What follows belongs to an exercise in optimizing a design on an open flow for small area; a production flow would make more cautious choices. The RTL was checked by simulation tests, not by an equivalence proof against the original design. No activity file was given, so power comes from the tool's default toggle rates.

==> trial 98 <==
==> flow/design.v <==
module regfile_aoi222 (
   input  logic a0, b0, a1, b1, a2, b2,
   output logic y
);
   assign y = !((a0 && b0) || (a1 && b1) || (a2 && b2));
endmodule
module regfile_wr_bit (
   input  logic hold,
   input  logic e0,
   input  logic e1,
   input  logic q,
   input  logic wd0,
   input  logic wd1,
   output logic d
);
   logic dn;
   regfile_aoi222 u_aoi (.a0(hold), .b0(q), .a1(e0), .b1(wd0), .a2(e1), .b2(wd1), .y(dn));
   assign d = !dn;
endmodule
module regfile_rd_bit (
   input  logic [32:0] sel,
   input  logic [32:0] din,
   output logic        dout
);
   logic [10:0] gn;
   for (genvar g = 0; g < 11; g++) begin : g_grp
      regfile_aoi222 u_aoi (
         .a0(sel[3*g]),   .b0(din[3*g]),
         .a1(sel[3*g+1]), .b1(din[3*g+1]),
         .a2(sel[3*g+2]), .b2(din[3*g+2]),
         .y(gn[g])
      );
   end
   assign dout = !(&gn);
endmodule
module regfile_mp_scoreboard #(
   parameter int unsigned DATA     = 32,
   parameter int unsigned ADDR     = 5,
   parameter int unsigned NRD      = 2,
   parameter int unsigned BYPASS   = 1,
   parameter int unsigned ZERO_REG = 1
) (
   input  logic                clk,
   input  logic                rstn,
   input  logic                we0,
   input  logic [ADDR-1:0]     wa0,
   input  logic [DATA-1:0]     wd0,
   input  logic                we1,
   input  logic [ADDR-1:0]     wa1,
   input  logic [DATA-1:0]     wd1,
   input  logic [NRD*ADDR-1:0] ra,
   output logic [NRD*DATA-1:0] rd,
   input  logic                iss_valid,
   input  logic [ADDR-1:0]     iss_rd,
   output logic [NRD-1:0]      busy,
   output logic                stall,
   output logic                wr_collision
);
   localparam int unsigned DEPTH = 2**ADDR;
   logic [DATA-1:0]  regs_q [1:DEPTH-1];
   logic [DEPTH-1:1] vld_q, sb_q;
   logic             wr_collision_q;
   logic [DEPTH-1:0] f0, f1, fi;
   logic [DEPTH-1:1] e0, e1, hold;
   logic             eq01, acc0, acc1;
   function automatic logic [DEPTH-1:0] decode(input logic en, input logic [ADDR-1:0] a);
      logic [3:0] lo;
      logic [7:0] hi;
      for (int j = 0; j < 4; j++) lo[j] = (a[1:0] == j);
      for (int j = 0; j < 8; j++) hi[j] = en && (a[4:2] == j);
      for (int i = 0; i < DEPTH; i++) decode[i] = lo[i % 4] && hi[i / 4];
   endfunction
   assign f0   = decode(we0, wa0);
   assign f1   = decode(we1, wa1);
   assign fi   = decode(iss_valid, iss_rd);
   assign eq01 = (wa0 == wa1);
   assign acc0 = we0 && (wa0 != '0);
   assign acc1 = we1 && (wa1 != '0) && !(acc0 && eq01);
   for (genvar i = 1; i < DEPTH; i++) begin : g_reg
      assign e0[i]   = f0[i];
      assign e1[i]   = f1[i] && !f0[i];
      assign hold[i] = !(f0[i] || f1[i]);
      logic [DATA-1:0] d;
      for (genvar b = 0; b < DATA; b++) begin : g_bit
         regfile_wr_bit u_wr (
            .hold(hold[i]), .e0(e0[i]), .e1(e1[i]), .q(regs_q[i][b]), .wd0(wd0[b]), .wd1(wd1[b]),
            .d(d[b])
         );
      end
      always_ff @(posedge clk) regs_q[i] <= d;
      always_ff @(posedge clk or negedge rstn) begin
         if (!rstn) begin
            vld_q[i] <= 1'b0;
            sb_q[i]  <= 1'b0;
         end else begin
            vld_q[i] <= vld_q[i] || !hold[i];
            sb_q[i]  <= fi[i] || (sb_q[i] && hold[i]);
         end
      end
   end
   always_ff @(posedge clk or negedge rstn) begin
      if (!rstn) wr_collision_q <= 1'b0;
      else       wr_collision_q <= acc0 && we1 && eq01;
   end
   assign wr_collision = wr_collision_q;
   for (genvar k = 0; k < NRD; k++) begin : g_rd
      logic [ADDR-1:0]  ra_k;
      logic             hit0, hit1, nohit;
      logic [DEPTH-1:0] dec;
      logic [DEPTH:0]   sel;
      assign ra_k  = ra[k*ADDR +: ADDR];
      assign hit0  = acc0 && (wa0 == ra_k);
      assign hit1  = acc1 && (wa1 == ra_k);
      assign nohit = !(hit0 || hit1);
      assign dec   = decode(nohit, ra_k);
      assign sel[0]     = hit0;
      assign sel[DEPTH] = hit1 && !hit0;
      for (genvar i = 1; i < DEPTH; i++) begin : g_sel
         assign sel[i] = dec[i] && vld_q[i];
      end
      for (genvar b = 0; b < DATA; b++) begin : g_bit
         logic [DEPTH:0] din;
         assign din[0]     = wd0[b];
         assign din[DEPTH] = wd1[b];
         for (genvar i = 1; i < DEPTH; i++) begin : g_din
            assign din[i] = regs_q[i][b];
         end
         regfile_rd_bit u_rd (.sel(sel), .din(din), .dout(rd[k*DATA + b]));
      end
      assign busy[k] = |(dec[DEPTH-1:1] & sb_q);
   end
   assign stall = |busy;
endmodule
==> flow/flow/run.sh <==
#!/bin/bash
# Standard ORFS layout, with two changes: clock tree synthesis without dummy loads and with
# smaller clock buffers, and the smallest buffer cell on the ports.
set -uo pipefail
export CTS_ARGS="-sink_clustering_enable -repair_clock_nets -dont_use_dummy_load -buf_list {sky130_fd_sc_hd__clkbuf_4 sky130_fd_sc_hd__clkbuf_8} -sink_clustering_size 12 -sink_clustering_max_diameter 60"
export BUFFER_PORTS_ARGS="-buffer_cell sky130_fd_sc_hd__buf_1"
bash standard.sh finish > standard_flow.log 2>&1
rc=$?
cp -r orfs/logs flow_logs 2>/dev/null
exit $rc
==> flow/standard.sh <==
#!/bin/bash
# synth_recipe.tcl (not shown) runs the flow's synth.tcl, then flattens the netlist and writes it again
# the make line also repeats each setting of config.mk as NAME=value (left out here)
make -C /OpenROAD-flow-scripts/flow DESIGN_CONFIG=/design/flow/config.mk WORK_HOME=/design/flow/orfs CLKGATE_MAP_FILE= SYNTH_SCRIPT=/design/flow/synth_recipe.tcl "${@:-finish}"
==> flow/config.mk <==
export PLATFORM = sky130hd
export DESIGN_NAME = regfile_mp_scoreboard
export DESIGN_NICKNAME = regfile_mp_scoreboard
export VERILOG_FILES = /design/flow/design.v
export SDC_FILE = /design/flow/constraint.sdc
export NUM_CORES = 4
export LEC_CHECK = 0
export CAP_MARGIN = 10
export CORE_MARGIN = 2
export CORE_UTILIZATION = 30
export PLACE_DENSITY = 0.4
export SLEW_MARGIN = 10
export SYNTH_HIERARCHICAL = 1
export SYNTH_MINIMUM_KEEP_SIZE = 0
==> flow/constraint.sdc <==
create_clock -name core_clock -period 9.0 [get_ports {clk}]
set_input_delay 1.8000 -clock core_clock [delete_from_list [all_inputs] [get_ports {clk}]]
set_output_delay 1.8000 -clock core_clock [all_outputs]
set_load 0.01 [all_outputs]
==> inputs of trial 6, as changes to trial 98 <==
==> flow/design.v, changed modules only <==
module regfile_mp_scoreboard #(
   parameter int unsigned DATA     = 32,
   parameter int unsigned ADDR     = 5,
   parameter int unsigned NRD      = 2,
   parameter int unsigned BYPASS   = 1,
   parameter int unsigned ZERO_REG = 1
) (
   input  logic                clk,
   input  logic                rstn,
   input  logic                we0,
   input  logic [ADDR-1:0]     wa0,
   input  logic [DATA-1:0]     wd0,
   input  logic                we1,
   input  logic [ADDR-1:0]     wa1,
   input  logic [DATA-1:0]     wd1,
   input  logic [NRD*ADDR-1:0] ra,
   output logic [NRD*DATA-1:0] rd,
   input  logic                iss_valid,
   input  logic [ADDR-1:0]     iss_rd,
   output logic [NRD-1:0]      busy,
   output logic                stall,
   output logic                wr_collision
);
   localparam int unsigned DEPTH = 2**ADDR;
   logic [DATA-1:0]  regs_q [1:DEPTH-1];
   logic [DEPTH-1:1] vld_q, sb_q;
   logic             wr_collision_q;
   logic             acc0, acc1;
   logic [DEPTH-1:1] e0, e1, hold, iss;
   assign acc0 = we0 && (wa0 != '0);
   assign acc1 = we1 && (wa1 != '0) && !(acc0 && (wa1 == wa0));
   for (genvar i = 1; i < DEPTH; i++) begin : g_reg
      assign e0[i]   = acc0 && (wa0 == i);
      assign e1[i]   = acc1 && (wa1 == i);
      assign hold[i] = !(e0[i] || e1[i]);
      assign iss[i]  = iss_valid && (iss_rd == i);
      logic [DATA-1:0] d;
      for (genvar b = 0; b < DATA; b++) begin : g_bit
         regfile_wr_bit u_wr (
            .hold(hold[i]), .e0(e0[i]), .e1(e1[i]), .q(regs_q[i][b]), .wd0(wd0[b]), .wd1(wd1[b]),
            .d(d[b])
         );
      end
      always_ff @(posedge clk) regs_q[i] <= d;
      always_ff @(posedge clk or negedge rstn) begin
         if (!rstn) begin
            vld_q[i] <= 1'b0;
            sb_q[i]  <= 1'b0;
         end else begin
            vld_q[i] <= vld_q[i] || !hold[i];
            sb_q[i]  <= iss[i] || (sb_q[i] && hold[i]);
         end
      end
   end
   always_ff @(posedge clk or negedge rstn) begin
      if (!rstn) wr_collision_q <= 1'b0;
      else       wr_collision_q <= acc0 && we1 && (wa1 == wa0);
   end
   assign wr_collision = wr_collision_q;
   for (genvar k = 0; k < NRD; k++) begin : g_rd
      logic [ADDR-1:0]  ra_k;
      logic             hit0, hit1;
      logic [DEPTH:0]   sel;
      assign ra_k = ra[k*ADDR +: ADDR];
      assign hit0 = acc0 && (wa0 == ra_k);
      assign hit1 = acc1 && (wa1 == ra_k);
      assign sel[0]     = hit0;
      assign sel[DEPTH] = hit1 && !hit0;
      for (genvar i = 1; i < DEPTH; i++) begin : g_sel
         assign sel[i] = (ra_k == i) && vld_q[i] && !hit0 && !hit1;
      end
      for (genvar b = 0; b < DATA; b++) begin : g_bit
         logic [DEPTH:0] din;
         assign din[0]     = wd0[b];
         assign din[DEPTH] = wd1[b];
         for (genvar i = 1; i < DEPTH; i++) begin : g_din
            assign din[i] = regs_q[i][b];
         end
         regfile_rd_bit u_rd (.sel(sel), .din(din), .dout(rd[k*DATA + b]));
      end
      assign busy[k] = !hit0 && !hit1 && (ra_k != '0) && sb_q[ra_k];
   end
   assign stall = |busy;
endmodule
==> flow/run.sh (new file) <==
#!/bin/bash
# synth_recipe.tcl (not shown) runs the flow's synth.tcl, then flattens the netlist and writes it again
# the make line also repeats each setting of config.mk as NAME=value (left out here)
make -C /OpenROAD-flow-scripts/flow DESIGN_CONFIG=/design/flow/config.mk WORK_HOME=/design/flow/orfs CLKGATE_MAP_FILE= SYNTH_SCRIPT=/design/flow/synth_recipe.tcl finish
- CAP_MARGIN: 10 -> 20
- CORE_UTILIZATION: 30 -> 45
- PLACE_DENSITY: 0.4 -> 0.55
- SLEW_MARGIN: 10 -> 20
removed: flow/flow/run.sh
removed: flow/standard.sh
==> inputs of trial 37, as changes to trial 98 <==
==> flow/design.v, changed modules only <==
module regfile_mp_scoreboard #(
   parameter int unsigned DATA     = 32,
   parameter int unsigned ADDR     = 5,
   parameter int unsigned NRD      = 2,
   parameter int unsigned BYPASS   = 1,
   parameter int unsigned ZERO_REG = 1
) (
   input  logic                clk,
   input  logic                rstn,
   input  logic                we0,
   input  logic [ADDR-1:0]     wa0,
   input  logic [DATA-1:0]     wd0,
   input  logic                we1,
   input  logic [ADDR-1:0]     wa1,
   input  logic [DATA-1:0]     wd1,
   input  logic [NRD*ADDR-1:0] ra,
   output logic [NRD*DATA-1:0] rd,
   input  logic                iss_valid,
   input  logic [ADDR-1:0]     iss_rd,
   output logic [NRD-1:0]      busy,
   output logic                stall,
   output logic                wr_collision
);
   localparam int unsigned DEPTH = 2**ADDR;
   logic [DATA-1:0]  regs_q [DEPTH];
   logic [DEPTH-1:0] sb_q, sb_d;
   logic             wr_collision_q, wr_collision_d;
   logic             zr_wa0, zr_wa1, zr_iss;
   logic             acc0, acc1;
   always_comb begin
      zr_wa0         = (ZERO_REG != 0) && (wa0 == '0);
      zr_wa1         = (ZERO_REG != 0) && (wa1 == '0);
      zr_iss         = (ZERO_REG != 0) && (iss_rd == '0);
      acc0           = we0 && !zr_wa0;
      acc1           = we1 && !zr_wa1 && !(acc0 && (wa1 == wa0));
      wr_collision_d = acc0 && we1 && (wa1 == wa0);
      sb_d = sb_q;
      if (acc0) sb_d[wa0] = 1'b0;
      if (acc1) sb_d[wa1] = 1'b0;
      if (iss_valid && !zr_iss) sb_d[iss_rd] = 1'b1;
   end
   always_ff @(posedge clk or negedge rstn) begin
      if (!rstn) begin
         for (int i = 0; i < DEPTH; i++) regs_q[i] <= '0;
         sb_q           <= '0;
         wr_collision_q <= 1'b0;
      end else begin
         if (acc0) regs_q[wa0] <= wd0;
         if (acc1) regs_q[wa1] <= wd1;
         sb_q           <= sb_d;
         wr_collision_q <= wr_collision_d;
      end
   end
   assign wr_collision = wr_collision_q;
   for (genvar k = 0; k < NRD; k++) begin : g_rd
      logic [ADDR-1:0] ra_k;
      logic            hit0, hit1, zr;
      logic [DATA-1:0] rd_k;
      logic            busy_k;
      always_comb begin
         ra_k   = ra[k*ADDR +: ADDR];
         hit0   = (BYPASS != 0) && acc0 && (wa0 == ra_k);
         hit1   = (BYPASS != 0) && acc1 && (wa1 == ra_k);
         zr     = (ZERO_REG != 0) && (ra_k == '0);
         if (zr)        rd_k = '0;
         else if (hit0) rd_k = wd0;
         else if (hit1) rd_k = wd1;
         else           rd_k = regs_q[ra_k];
         busy_k = sb_q[ra_k] && !hit0 && !hit1 && !zr;
      end
      assign rd[k*DATA +: DATA] = rd_k;
      assign busy[k]            = busy_k;
   end
   assign stall = |busy;
endmodule
// module regfile_aoi222 removed
// module regfile_wr_bit removed
// module regfile_rd_bit removed
==> flow/run.sh (new file) <==
#!/bin/bash
# synth_recipe.tcl (not shown) runs the flow's synth.tcl, then flattens the netlist and writes it again
# the make line also repeats each setting of config.mk as NAME=value (left out here)
make -C /OpenROAD-flow-scripts/flow DESIGN_CONFIG=/design/flow/config.mk WORK_HOME=/design/flow/orfs CLKGATE_MAP_FILE= SYNTH_SCRIPT=/design/flow/synth_recipe.tcl finish
- CAP_MARGIN: 10 -> 20
- SLEW_MARGIN: 10 -> 40
- SYNTH_HIERARCHICAL: 1 -> unset
- SYNTH_MINIMUM_KEEP_SIZE: 0 -> unset
removed: flow/flow/run.sh
removed: flow/standard.sh
==> inputs of trial 69, as changes to trial 98 <==
--- a/flow/flow/run.sh
+++ b/flow/flow/run.sh
@@ -4,3 +4,3 @@
 set -uo pipefail
-export CTS_ARGS="-sink_clustering_enable -repair_clock_nets -dont_use_dummy_load -buf_list {sky130_fd_sc_hd__clkbuf_4 sky130_fd_sc_hd__clkbuf_8} -sink_clustering_size 12 -sink_clustering_max_diameter 60"
+export CTS_ARGS="-sink_clustering_enable -repair_clock_nets -dont_use_dummy_load -buf_list {sky130_fd_sc_hd__clkbuf_4 sky130_fd_sc_hd__clkbuf_8} -sink_clustering_size 14 -sink_clustering_max_diameter 60"
 export BUFFER_PORTS_ARGS="-buffer_cell sky130_fd_sc_hd__buf_1"
- CORE_UTILIZATION: 30 -> 40
- PLACE_DENSITY: 0.4 -> 0.5
==> qor summary <==
quantity                                                                  trial 98                  trial 37                   trial 69                    trial 6
Outcome                                                   timing/DRC/antenna clean  timing/DRC/antenna clean   timing/DRC/antenna clean   timing/DRC/antenna clean
Tightest Pin Transition                                                    1290 ps                   1050 ps                    1340 ps                    1250 ps
Number of iterations in the first detailed-routing pass                         15                        11                         17                         17
Simple-Gate Fraction of Synth Area                                          0.0729                     0.161                     0.0729                     0.0682
Destination of the worst hold path                                        vld_q[9]                  sb_q[17]                  vld_q[15]                  vld_q[13]
Initial cell density of the core                                             0.301                     0.301                      0.403                      0.453
Average size of a mapped cell                                           10.3 sq um                8.78 sq um                 10.3 sq um                 10.5 sq um
Internal power                                                             8.41 mW                   10.5 mW                    8.24 mW                    10.4 mW
Met3 Track Usage GR                                                         0.0834                     0.156                      0.134                      0.151
Skew-Pair Late Insertion Delay                                              890 ps                    810 ps                     840 ps                     730 ps
Signal buffers                                                                 374                       591                        371                        383
Register-to-register setup slack                                           8110 ps                   7910 ps                    8100 ps                    8030 ps
Power consumed by the clock network                                        3.16 mW                   5.66 mW                    2.89 mW                    5.19 mW
Mean number of vias per cell                                                  7.47                      6.85                       8.11                       8.31
Antenna cells                                                                    9                        34                          5                          7
Most instantiated library cell after synthesis           sky130_fd_sc_hd__a222oi_1  sky130_fd_sc_hd__dfrtp_1  sky130_fd_sc_hd__a222oi_1  sky130_fd_sc_hd__a222oi_1
Number of cells on the worst hold path                                           1                         2                          1                          1
Number of warnings printed during yosys synthesis                                9                         2                          9                          9

==> afterwards: timing with drivers on the ports <==
In the flow no input, the clock included, has a driving cell. The finished layouts below were timed again as built, in two steps.
Step 1 sets driving cells, clkbuf_16 on the clock port and buf_2 on the other inputs (assumed; they add their load-dependent delay and slew).
Step 2 also shifts input and output timing later by t, the mid clock arrival at the registers, as if the neighbouring blocks saw the same clock.
Three values: ideal ports, drivers, drivers and shift; two values: the first two.
run | t (ns) | setup WS [ns] | hold slack, ns | latest minus earliest clock arrival (ns) | worst register clock-pin slew, ns
trial 98 | 0.980 | 0.672 / 0.648 / 0.648 | 0.482 / 0.482 / 0.482 | 0.093 / 0.094 | 0.09 / 0.09
trial 6 | 0.810 | 0.278 / 0.248 / 0.248 | 0.487 / 0.487 / 0.487 | 0.037 / 0.036 | 0.07 / 0.07
trial 37 | 0.928 | 0.610 / 0.585 / 0.585 | 0.574 / 0.574 / 0.574 | 0.051 / 0.051 | 0.07 / 0.07
trial 69 | 0.883 | 0.906 / 0.874 / 0.874 | 0.485 / 0.485 / 0.485 | 0.101 / 0.100 | 0.10 / 0.10
After both steps every run listed still meets setup and hold. For trial 69, which loses most, drivers alone change the setup slack by -0.032 ns; drivers and shift together by -0.032 ns.
